From an optimization exercise on the open Yosys and OpenROAD flow, aimed at small area; shortcuts taken in it are not production practice. In this exercise RTL edits were held to simulation tests only and were not proved equivalent to the original. Power figures rest on the tool's default switching activity, not on a simulated workload.

==> flow/design.v, too long to show whole: its modules and the start of the top module <==
// module u_rf_sb: 61 lines
// module u_rf_sb_rdbit: 17 lines
// module u_rf_sb_ctl: 680 lines
// module u_rf_sb_cnt: 67 lines
// module u_rf_sb_g_a21o_1: 3 lines
// module u_rf_sb_g_a222oi_1: 3 lines
// module u_rf_sb_g_a22o_1: 3 lines
// module u_rf_sb_g_a31oi_1: 3 lines
// module u_rf_sb_g_and2_0: 3 lines
// module u_rf_sb_g_and3_1: 3 lines
// module u_rf_sb_g_clkinv_1: 3 lines
// module u_rf_sb_g_nand2_1: 3 lines
// module u_rf_sb_g_nand2b_1: 3 lines
// module u_rf_sb_g_nand3_1: 3 lines
// module u_rf_sb_g_nand3b_1: 3 lines
// module u_rf_sb_g_nand4_1: 3 lines
// module u_rf_sb_g_nor2_1: 3 lines
// module u_rf_sb_g_o21a_1: 3 lines
// module u_rf_sb_g_o21ai_0: 3 lines
// module u_rf_sb_g_o21bai_1: 3 lines
// module u_rf_sb_g_o221a_1: 3 lines
// module u_rf_sb_g_o22a_1: 3 lines
// module u_rf_sb_g_o22ai_1: 3 lines
// module u_rf_sb_g_o311a_1: 3 lines
// module u_rf_sb_g_o31a_1: 3 lines
// module u_rf_sb_g_or2_0: 3 lines
// module u_rf_sb_g_or3_1: 3 lines
// module u_rf_sb_g_or4_1: 3 lines
// module u_rf_sb_g_xnor2_1: 3 lines
// module u_rf_sb_g_xor2_1: 3 lines
module u_rf_sb #(
    parameter int unsigned CNT_W = 3
) (
    input  logic        clk,
    input  logic        rst,
    input  logic [4:0]  rs1_a,
    input  logic [4:0]  rs2_a,
    input  logic        rs1_use,
    input  logic        rs2_use,
    output logic [31:0] rf_rs1_o,
    output logic [31:0] rf_rs2_o,
    input  logic        rf_rd_e,
    input  logic [4:0]  rf_rd_a,
    input  logic [31:0] rf_rd_i,
    input  logic        issue_e,
    input  logic [4:0]  issue_a,
    input  logic        issue_kill,
    output logic        stall,
    output logic        sb_err
);
  // ...
==> flow/flow/run.sh <==
#!/bin/bash
# The standard layout (standard.sh: ORFS synthesis through finish) with two
# changes to how the layout is made:
#  - the port buffers that ORFS puts on every input and output are buf_1 cells
#    (ORFS's default pick is the larger clkdlybuf4s50_1);
#  - clock tree synthesis clusters sinks in groups of up to 12 within 50 um,
#    with clkbuf_8 buffers, and inserts no dummy loads.
# Everything else, including synthesis, floorplan, power grid and routing, is
# the standard flow. Its full output goes to standard.log in this folder; ORFS
# keeps each step's own log under orfs/logs/.
set -euo pipefail
export BUFFER_PORTS_ARGS="-buffer_cell sky130_fd_sc_hd__buf_1"
export CTS_ARGS="-sink_clustering_enable -repair_clock_nets -sink_clustering_size 12 -sink_clustering_max_diameter 50 -buf_list sky130_fd_sc_hd__clkbuf_8 -dont_use_dummy_load"
bash standard.sh > standard.log 2>&1
==> flow/standard.sh <==
#!/bin/bash
# synth_recipe.tcl (not shown) runs the flow's synth.tcl, then flattens the netlist and writes it again
# the make line also repeats each setting of config.mk as NAME=value (left out here)
make -C /OpenROAD-flow-scripts/flow DESIGN_CONFIG=/design/flow/config.mk WORK_HOME=/design/flow/orfs CLKGATE_MAP_FILE= SYNTH_SCRIPT=/design/flow/synth_recipe.tcl "${@:-finish}"
==> flow/config.mk <==
export PLATFORM = sky130hd
export DESIGN_NAME = u_rf_sb
export DESIGN_NICKNAME = u_rf_sb
export VERILOG_FILES = /design/flow/design.v
export SDC_FILE = /design/flow/constraint.sdc
export NUM_CORES = 4
export LEC_CHECK = 0
export CAP_MARGIN = 20
export CORE_MARGIN = 2
export CORE_UTILIZATION = 55
export PLACE_DENSITY = 0.65
export SETUP_SLACK_MARGIN = 0.3
export SLEW_MARGIN = 20
export SYNTH_HIERARCHICAL = 1
==> flow/constraint.sdc <==
create_clock -name core_clock -period 10.0 [get_ports {clk}]
set_input_delay 2.0000 -clock core_clock [delete_from_list [all_inputs] [get_ports {clk}]]
set_output_delay 2.0000 -clock core_clock [all_outputs]
set_load 0.01 [all_outputs]
==> flow_summary.json, run 1 <==
{
  "number_of_remaining_drc_errors": 0,
  "synth_top_family_by_area": "compound AO/OA/AOI/OAI gates",
  "layout.core_utilization": 0.6157,
  "seq_area_share": 0.6179,
  "gp_congestion": 0.9908,
  "number_of_antenna_violations_at_the_first_check_in_global_routing": 18,
  "power_leakage_nw": 17.72,
  "hold_violations": 0,
  "holdBufCountCts": 0,
  "largest_registers_in_the_final_layout": "regs x992, cnt x93, li_a x5",
  "max-clock-path-buffers": 3,
  "power_switching_mw": 2.289,
  "final_cell_mix": "992 x sky130_fd_sc_hd__edfxtp_1, 640 x sky130_fd_sc_hd__a222oi_1, 345 x sky130_fd_sc_hd__nor2_1, 218 x sky130_fd_sc_hd__nand2_1, 132 x sky130_fd_sc_hd__nand4_1",
  "most_used_standard_cell_by_instance_count_after_synthesis": "sky130_fd_sc_hd__edfxtp_1",
  "worstSetupPathDepth": 15,
  "nonClockInverterCount": 103,
  "diodes": 6,
  "synthArstFlopShare": 0,
  "comb_power_uw": 874,
  "sequential_element_share_of_the_synthesized_area": 0.6852,
  "drt-pass1-iter-count": 17,
  "tritoncts_clock_tree": "yes",
  "postSynthAreaPerCell_um2": 14.14,
  "status": "timing/DRC/antenna clean",
  "power_frac_comb": 0.098,
  "first_iter_violations": 8901,
  "dpl_worst_slack_ns": 1.564,
  "worst_hold_path.endpoint": "cnt[24][2]",
  "clock_latency_ns": 0.80,
  "sw_frac_of_total": 0.2570,
  "worst_hold_startpoint": "cnt[24][1]",
  "timing.critical_path.to": "rf_rs1_o[29]",
  "seqCellArea_um2": 31790,
  "top_level_ports": 125,
  "die_area_um2": 86700
}
==> run 2: changes to the inputs <==
==> flow/flow/run.sh (replaced) <==
#!/bin/bash
# The standard layout (standard.sh: ORFS synthesis through finish) with two
# changes to how the layout is made:
#  - the port buffers that ORFS puts on every input and output are buf_1 cells
#    (ORFS's default pick is the larger clkdlybuf4s50_1);
#  - clock tree synthesis clusters sinks in groups of up to 16 within 60 um,
#    with clkbuf_8 buffers, and inserts no dummy loads.
# Everything else, including synthesis, floorplan, power grid and routing, is
# the standard flow. Its full output goes to standard.log in this folder; ORFS
# keeps each step's own log under orfs/logs/.
set -euo pipefail
export BUFFER_PORTS_ARGS="-buffer_cell sky130_fd_sc_hd__buf_1"
export CTS_ARGS="-sink_clustering_enable -repair_clock_nets -sink_clustering_size 16 -sink_clustering_max_diameter 60 -buf_list sky130_fd_sc_hd__clkbuf_8 -dont_use_dummy_load"
bash standard.sh > standard.log 2>&1
==> run 2 against run 1 <==
Net effect: die area is the same; clock-buffer cell count shrank 27; setup slack lost 0.019 ns; final cell count shrank 0.59%; clock skew shrank 0.024 ns; area after synthesis is the same; sequential share of layout area grew 0.50 points; worst hold slack lost 0.0066 ns; non-clock buffer count shrank 2; critical path type unchanged.
==> flow_summary.json, run 2 <==
{
  "status": "timing/DRC/antenna clean",
  "sequential_element_share_of_the_synthesized_area": 0.6852,
  "nets": 3660,
  "nFillCells": 6386,
  "holdBufCountCts": 0,
  "slowest_stage": "sky130_fd_sc_hd__or4_1",
  "critical-path-top-delay-family": "simple AND/OR/NAND/NOR gates",
  "clock_latency_ns": 0.77,
  "max_slew.worst_pin.slew_ns": 1.237,
  "period_utilization_post_route": 0.8654,
  "top_level_ports": 125,
  "hold_violations": 0,
  "grt_start_max_net_pins": 95,
  "fin_worst_skew_ns": 0.08317,
  "globalRouteOverflowTotal": 0,
  "place_hpwl_mm": 102.9,
  "ys.warnings.count": 12,
  "portBuffers": 124,
  "max-clock-path-buffers": 3,
  "cp_data_required_time_ns": 8.00,
  "synthArstFlopShare": 0,
  "tns_ns": 0,
  "htree_levels": 3,
  "registers.top_by_ff_count": "regs",
  "setup_viol_count_final": 0,
  "number_of_global_route_vias_before_repair": 36320,
  "num_vias": 37370,
  "cap_violations": 0,
  "timing.critical_path.buf_inv": 4,
  "gp_congestion": 0.9908,
  "synth_seq_cells": 1092,
  "maximum_operating_frequency_ghz": 0.1156,
  "critPathArrivalTime_ns": 6.65,
  "final_layout_size_suffix_gt1_frac": 0.08752,
  "synthToLayoutAreaGrowth_pct": 9.996,
  "synth.top_cells.by_area": "sky130_fd_sc_hd__edfxtp_1 64%, sky130_fd_sc_hd__a222oi_1 14%, sky130_fd_sc_hd__dfxtp_1 4.3%",
  "largest_registers_in_the_final_layout": "regs x992, cnt x93, li_a x5",
  "cts.reportedPaths.clkPinSlew_ns": 0.08,
  "most_used_standard_cell_by_instance_count_after_synthesis": "sky130_fd_sc_hd__edfxtp_1",
  "netlist.area_leader.share": 0.6420,
  "std_cell_rows": 106,
  "instances_no_fill": 4686,
  "drt-pass1-iter-count": 15,
  "cp_max_fo": 36,
  "worst_ir_drop_vdd_mv": 0.1230,
  "maxSlewHeadroom": 0.1731,
  "yosysTopAreaCell": "sky130_fd_sc_hd__edfxtp_1",
  "crit_path_cell_trace": "buf_1, or2_1, nor2_1, o21ai_1, nand4_1, nor2_1, o21a_1, buf_4, or3_1, nor2_4, buf_4, a222oi_1, nand4_1, or4_1, buf_1",
  "routed_via_density": 7.975,
  "die_area_um2": 86700,
  "power_leakage_nw": 17.51,
  "total_grt_usage": 0.3962,
  "postSynthAreaPerCell_um2": 14.14,
  "timing.setup.critical_path_class": "in2out",
  "syn-num-nets": 3340,
  "total_count_of_max_transition_violations_in_the_final_report": 0,
  "max_ffs_per_register": 992,
  "power_per_cell_area_nw_per_um2": 169.0,
  "final_cell_mix": "992 x sky130_fd_sc_hd__edfxtp_1, 640 x sky130_fd_sc_hd__a222oi_1, 345 x sky130_fd_sc_hd__nor2_1, 218 x sky130_fd_sc_hd__nand2_1, 132 x sky130_fd_sc_hd__nand4_1",
  "postSynth.topFlopCell": "sky130_fd_sc_hd__edfxtp_1",
  "crit_path_max_incr_delay_ns": 0.76,
  "detail_route.wl_per_cell_um": 37.43,
  "wire_length_of_the_first_global_routing_pass_mm": 244.8,
  "fp.coreArea_um2": 83560,
  "detail-route-antenna-nets": 0,
  "die-height_um": 294.5,
  "critPathCaptureType": "output port",
  "postSynthCellCount": 3281,
  "hold_class": "reg2reg",
  "synthesis.area_um2": 46400,
  "postCtsSetupBuffers": 0,
  "placed_cells": 4584,
  "yosys.cell_types.count": 29,
  "layout.cells.most_common": "sky130_fd_sc_hd__edfxtp_1",
  "tritoncts.num_buffers": 89,
  "route.final.wire_length_mm": 175.4,
  "first_iter_violations": 8945,
  "synthTopCellsByCount": "992 x sky130_fd_sc_hd__edfxtp_1, 640 x sky130_fd_sc_hd__a222oi_1, 407 x sky130_fd_sc_hd__nor2_1, 218 x sky130_fd_sc_hd__nand2_1, 149 x sky130_fd_sc_hd__o21ai_1",
  "die_x_um": 294.5,
  "clock_sink_count": 1092,
  "postCtsResizedCells": 0,
  "floorplan.initialDensity": 0.5553,
  "setup.worst_path.start_class": "input pin",
  "cts_root_buf": "sky130_fd_sc_hd__clkbuf_8",
  "totalPowerFinal_mw": 8.625,
  "grt_setup_unrepaired": "no",
  "layout_min_cycle_time_ns": 8.654,
  "tritoncts_clock_tree": "yes",
  "synth_edf_count": 992,
  "number_of_antenna_violations_at_the_first_check_in_global_routing": 18,
  "number_of_remaining_drc_errors": 0
}
==> run 2: kinds of logic after synthesis <==
kind of cell,share of synthesized area
buffers and inverters,0.008656
and+or+nand+nor,0.1143
xor gates and xnor gates,0.006984
AOI/OAI and AO/OA,0.1849
DFF,0.6852
==> run 2: area by class of cell <==
cell class                 instances  area, um2  area share
antenna                            7      17.52   0.0003432
clock buffer                      89       1225     0.02400
inverter                         103      389.1    0.007624
multi-input combinational       2084      14920      0.2923
sequential                      1092      31790      0.6229
tap                             1080       1351     0.02648
timing repair buffer             231       1348     0.02640
==> run 2: final timing paths <==
kind	from	end	slack [ns]	cells past startpoint
setup reg to reg	li_a[3]	sb_err	6.53	11
hold / removal	cnt[7][1]	cnt[7][2]	0.49	2
hold reg to reg	cnt[7][1]	cnt[7][2]	0.49	2
setup / recovery	rs1_a[0]	rf_rs1_o[29]	1.35	15
==> run 2: worst register-to-register path: cells and delay by family, from the launching register on <==
family          cells  cell delay (ns)
compound gates      1             0.14
flops               1             0.36
simple gates       10             2.90
==> run 2: metrics by stage <==
step | hold WS, ns | setup WS (ns) | utilization | area (um2)
global route | 0.5132 | 1.249 | 0.6108 | 51030
finish | 0.4907 | 1.346 | 0.6108 | 51040
global placement | 0.4859 | 1.811 | 0.5941 | 49640
CTS | 0.4750 | 1.558 | 0.6088 | 50870
detailed placement | 0.5036 | 1.564 | 0.5941 | 49640
floorplan | 0.4781 | 3.303 | - | 46400
==> run 2: power by group <==
group          internal, mW  switching [mW]  leakage [nW]
clock network         0.795            1.39         0.640
registers              5.38           0.184          10.4
logic                 0.211           0.662          6.47
==> run 2: metal layers <==
layer,up-vias,part of all wire,GRT usage
met1,18260,0.35,0.5232
met5,-,0.0017,0.01531
li1,14940,-,-
met3,599,0.17,0.1498
met4,18,0.042,0.1742
met2,3548,0.43,0.5843
==> run 2: Yosys stat by module, one instance, submodules excluded, excerpt <==
module | cells inside | cell area, um2 | copies in the design | flops+latches
u_rf_sb_ctl | 2 | 15.01 | 1 | 0
u_rf_sb_g_o311a_1 | 1 | 10.01 | 2 | 0
u_rf_sb_g_o31a_1 | 1 | 8.758 | 2 | 0
u_rf_sb_g_o21bai_1 | 1 | 7.507 | 31 | 0
u_rf_sb_g_nand3b_1 | 1 | 7.507 | 33 | 0
u_rf_sb_g_o21a_1 | 1 | 7.507 | 2 | 0
u_rf_sb_g_o22ai_1 | 1 | 6.256 | 14 | 0
u_rf_sb_g_nand4_1 | 1 | 6.256 | 132 | 0
u_rf_sb_g_o21ai_0 | 1 | 5.005 | 149 | 0
u_rf_sb_g_clkinv_1 | 1 | 3.754 | 103 | 0
==> run 3: changes to the inputs <==
==> flow/run.sh (new file) <==
#!/bin/bash
# synth_recipe.tcl (not shown) runs the flow's synth.tcl, then flattens the netlist and writes it again
# the make line also repeats each setting of config.mk as NAME=value (left out here)
make -C /OpenROAD-flow-scripts/flow DESIGN_CONFIG=/design/flow/config.mk WORK_HOME=/design/flow/orfs CLKGATE_MAP_FILE= SYNTH_SCRIPT=/design/flow/synth_recipe.tcl finish
--- a/flow/config.mk
+++ b/flow/config.mk
@@ -8,6 +8,9 @@
 export CAP_MARGIN = 20
 export CORE_MARGIN = 2
 export CORE_UTILIZATION = 55
+export CTS_BUF_LIST = sky130_fd_sc_hd__clkbuf_8
+export CTS_CLUSTER_DIAMETER = 50
+export CTS_CLUSTER_SIZE = 12
 export PLACE_DENSITY = 0.65
 export SETUP_SLACK_MARGIN = 0.3
 export SLEW_MARGIN = 20
removed: flow/flow/run.sh
removed: flow/standard.sh
==> run 3 against run 2 <==
Net effect: still clean on timing, DRC and antenna; clock-buffer cell count increased by 31; worst hold slack better by 0.011 ns; power increased by 10%; non-clock buffer count increased by 17; maximum frequency is 2.2% lower; sequential share of layout area decreased by 2.2 points; register-to-register slack better by 0.11 ns; routed wire length up 0.99%; die area stayed put; synthesized cell count unchanged; critical path type unchanged; largest cell class unchanged.
==> flow_summary.json, run 3 <==
{
  "status": "timing/DRC/antenna clean",
  "synthToLayoutAreaGrowth_pct": 14.00,
  "synth_seq_cells": 1092,
  "maximum_operating_frequency_ghz": 0.1131,
  "total_count_of_max_transition_violations_in_the_final_report": 0,
  "power_leakage_nw": 18.52,
  "synthArstFlopShare": 0,
  "detail-route-antenna-nets": 0,
  "totalPowerFinal_mw": 9.522,
  "drt-pass1-iter-count": 15,
  "cts.reportedPaths.clkPinSlew_ns": 0.08,
  "power_per_cell_area_nw_per_um2": 180.0,
  "floorplan.initialDensity": 0.5553,
  "setup.worst_path.start_class": "input pin",
  "nets": 3706,
  "postSynthAreaPerCell_um2": 14.14,
  "detail_route.wl_per_cell_um": 36.86,
  "timing.setup.critical_path_class": "in2out",
  "dpl_worst_slack_ns": 1.384,
  "critPathCaptureType": "output port",
  "postCtsSetupBuffers": 0,
  "instances_no_fill": 4805,
  "most_used_standard_cell_by_instance_count_after_synthesis": "sky130_fd_sc_hd__edfxtp_1",
  "holdBufCountCts": 0,
  "final_cell_mix": "992 x sky130_fd_sc_hd__edfxtp_1, 640 x sky130_fd_sc_hd__a222oi_1, 345 x sky130_fd_sc_hd__nor2_1, 218 x sky130_fd_sc_hd__nand2_1, 132 x sky130_fd_sc_hd__nand4_1",
  "syn-num-nets": 3340,
  "final_layout_size_suffix_gt1_frac": 0.1083,
  "critPathArrivalTime_ns": 6.84,
  "tritoncts_clock_tree": "yes",
  "max_ffs_per_register": 992,
  "setup_viol_count_final": 0,
  "postCtsResizedCells": 0,
  "first_iter_violations": 9118,
  "max-clock-path-buffers": 3,
  "crit_path_max_incr_delay_ns": 0.72,
  "htree_levels": 3,
  "worst_slack_ns": 1.155,
  "postSynthCellCount": 3281,
  "fp.coreArea_um2": 83560,
  "cap_violations": 0,
  "tritoncts.num_buffers": 118,
  "postLayoutCellArea_um2": 52900,
  "total_grt_usage": 0.3997,
  "cp_data_required_time_ns": 8.00,
  "number_of_antenna_violations_at_the_first_check_in_global_routing": 10,
  "largest_registers_in_the_final_layout": "regs x992, cnt x93, li_a x5",
  "die_area_um2": 86700,
  "portBuffers": 124,
  "number_of_global_route_vias_before_repair": 36190,
  "routed_via_density": 7.801,
  "synth.top_cells.by_area": "sky130_fd_sc_hd__edfxtp_1 64%, sky130_fd_sc_hd__a222oi_1 14%, sky130_fd_sc_hd__dfxtp_1 4.3%",
  "globalRouteOverflowTotal": 0,
  "post_detailed_placement_cell_area_um2": 50500,
  "cts_root_buf": "sky130_fd_sc_hd__clkbuf_8",
  "die_x_um": 294.5,
  "nFillCells": 6252,
  "worst_ir_drop_vdd_mv": 0.1484,
  "max_slew.worst_pin.slew_ns": 1.227,
  "gp_congestion": 0.9740,
  "grt_start_max_net_pins": 95,
  "hold_violations": 0,
  "clock_latency_ns": 0.83,
  "number_of_remaining_drc_errors": 0,
  "ys.warnings.count": 12,
  "yosysTopAreaCell": "sky130_fd_sc_hd__edfxtp_1",
  "clock_sink_count": 1092,
  "cp_max_fo": 32,
  "die-height_um": 294.5,
  "maxSlewHeadroom": 0.1800,
  "fin_worst_skew_ns": 0.04461,
  "layout_min_cycle_time_ns": 8.845,
  "critPathMostFrequentCell": "sky130_fd_sc_hd__nor2_1",
  "hold_class": "reg2reg",
  "tns_ns": 0,
  "crit_path_cell_trace": "clkdlybuf4s50_1, inv_1, nand2_1, nor2_1, o21ai_1, nand4_1, nor2_1, nor2_1, nand3_1, nor2_4, buf_4, a222oi_1, nand4_1, or4_1, clkdlybuf4s50_1",
  "synthTopCellsByCount": "992 x sky130_fd_sc_hd__edfxtp_1, 640 x sky130_fd_sc_hd__a222oi_1, 407 x sky130_fd_sc_hd__nor2_1, 218 x sky130_fd_sc_hd__nand2_1, 149 x sky130_fd_sc_hd__o21ai_1",
  "postSynth.topFlopCell": "sky130_fd_sc_hd__edfxtp_1",
  "synth_edf_count": 992,
  "registers.top_by_ff_count": "regs",
  "top_level_ports": 125,
  "layout.cells.most_common": "sky130_fd_sc_hd__edfxtp_1",
  "wire_length_of_the_first_global_routing_pass_mm": 246.5,
  "synthesis.area_um2": 46400,
  "placed_cells": 4604,
  "period_utilization_post_route": 0.8845,
  "num_vias": 37490,
  "sequential_element_share_of_the_synthesized_area": 0.6852,
  "place_hpwl_mm": 106.2,
  "grt_setup_unrepaired": "no",
  "netlist.area_leader.share": 0.6420,
  "std_cell_rows": 106,
  "slowest_stage": "sky130_fd_sc_hd__or4_1",
  "route.final.wire_length_mm": 177.1,
  "yosys.cell_types.count": 29
}
==> run 3: through the flow <==
step,hold WS [ns],util
final,0.5013,0.6331
after global routing,0.5180,0.6330
after CTS,0.5044,0.6319
after detailed placement,0.5002,0.6044
after global placement,0.4871,0.6044
after floorplan,0.4781,-
==> run 3: logic make-up (layout without fill, tap and decap cells) <==
group / after synthesis / after routing / synth area share
compound gates: 969 / 969 / 0.1849
flops: 1092 / 1092 / 0.6852
simple gates: 1078 / 1078 / 0.1143
other cells: 0 / 4 / 0
buf+inv: 105 / 545 / 0.008656
xor+xnor: 37 / 37 / 0.006984
==> run 3: final timing paths <==
| path | slack [ns] | startpoint | cells after the start | end |
|---|---|---|---|---|
| worst max-delay path | 1.16 | rs1_a[3] | 15 | rf_rs1_o[9] |
| worst min-delay path | 0.50 | cnt[6][1] | 2 | cnt[6][2] |
| worst max register to register | 6.64 | li_a[3] | 11 | sb_err |
| worst min register to register | 0.50 | cnt[6][1] | 2 | cnt[6][2] |
==> run 3: layout make-up <==
cell class                 count  area (um2)  share of cell area
antenna                        4       10.01           0.0001892
multi-input combinational   2084       14830              0.2803
sequential                  1092       31790              0.6010
tap                         1080        1351             0.02555
inverter                     103       389.1            0.007356
clock inverter                74       644.4             0.01218
timing repair buffer         248        2232             0.04220
clock buffer                 120        1652             0.03122
==> run 3: modules after synthesis (local to each module, per instance), excerpt <==
module              cells  area [um2]  flops+latches  copies in the design
u_rf_sb_g_a222oi_1      1       10.01              0                   640
u_rf_sb_g_a31oi_1       1       6.256              0                     1
u_rf_sb_g_o221a_1       1       11.26              0                     1
u_rf_sb_g_and2_0        1       6.256              0                    97
u_rf_sb_g_xor2_1        1       8.758              0                    33
u_rf_sb_g_o31a_1        1       8.758              0                     2
u_rf_sb_g_or2_0         1       6.256              0                    13
u_rf_sb_g_o21ai_0       1       5.005              0                   149
u_rf_sb_g_or3_1         1       6.256              0                     9
u_rf_sb_g_nand2b_1      1       6.256              0                    49
==> run 3: metal layers <==
metal	track usage	vias up	part of all wire
li1	-	15120	-
met5	0.01021	-	0.00053
met2	0.5751	3512	0.43
met4	0.1594	6	0.040
met1	0.5391	18310	0.36
met3	0.1643	546	0.18
==> run 3: critical path: cells and delay by family <==
kind / cells / cell delay [ns]
simple gates: 9 / 2.62
buf+inv: 4 / 1.65
compound gates: 2 / 0.55
==> run 3: power breakdown <==
| group | total (mW) | internal (mW) | switching (mW) |
|---|---|---|---|
| clock network | 3.01 | 1.37 | 1.64 |
| logic | 0.948 | 0.295 | 0.653 |
| registers | 5.56 | 5.38 | 0.184 |

[what the ideal ports hide]
The flow's constraints put no driver on any port. The routed layouts listed below were extracted and timed again, unchanged, in two steps.
Step 1 (the two cells are an assumption about what drives the block):
set clk [get_ports {clk}]
set_driving_cell -lib_cell sky130_fd_sc_hd__clkbuf_16 $clk
set_driving_cell -lib_cell sky130_fd_sc_hd__buf_2 [delete_from_list [all_inputs] $clk]
Step 2 moves the port delays by t, midway between the first and last clock arrival at a register: inputs arrive t later, outputs are due t later. That takes back most of the time a late clock gives input paths.
a / b / c = ideal / step 1 / step 2; a / b = the first two.
| run | shift t [ns] | setup slack, ns | latest minus earliest clock arrival (ns) | pins driven straight from the clock port |
|---|---|---|---|---|
| run 1 | 0.819 | 1.365 / 1.342 / 1.342 | 0.122 / 0.122 | 1 |
| run 2 | 0.788 | 1.346 / 1.323 / 1.323 | 0.099 / 0.099 | 1 |
| run 3 | 0.875 | 1.155 / 1.132 / 1.132 | 0.054 / 0.054 | 1 |
After both steps setup and hold are still met in every run listed.
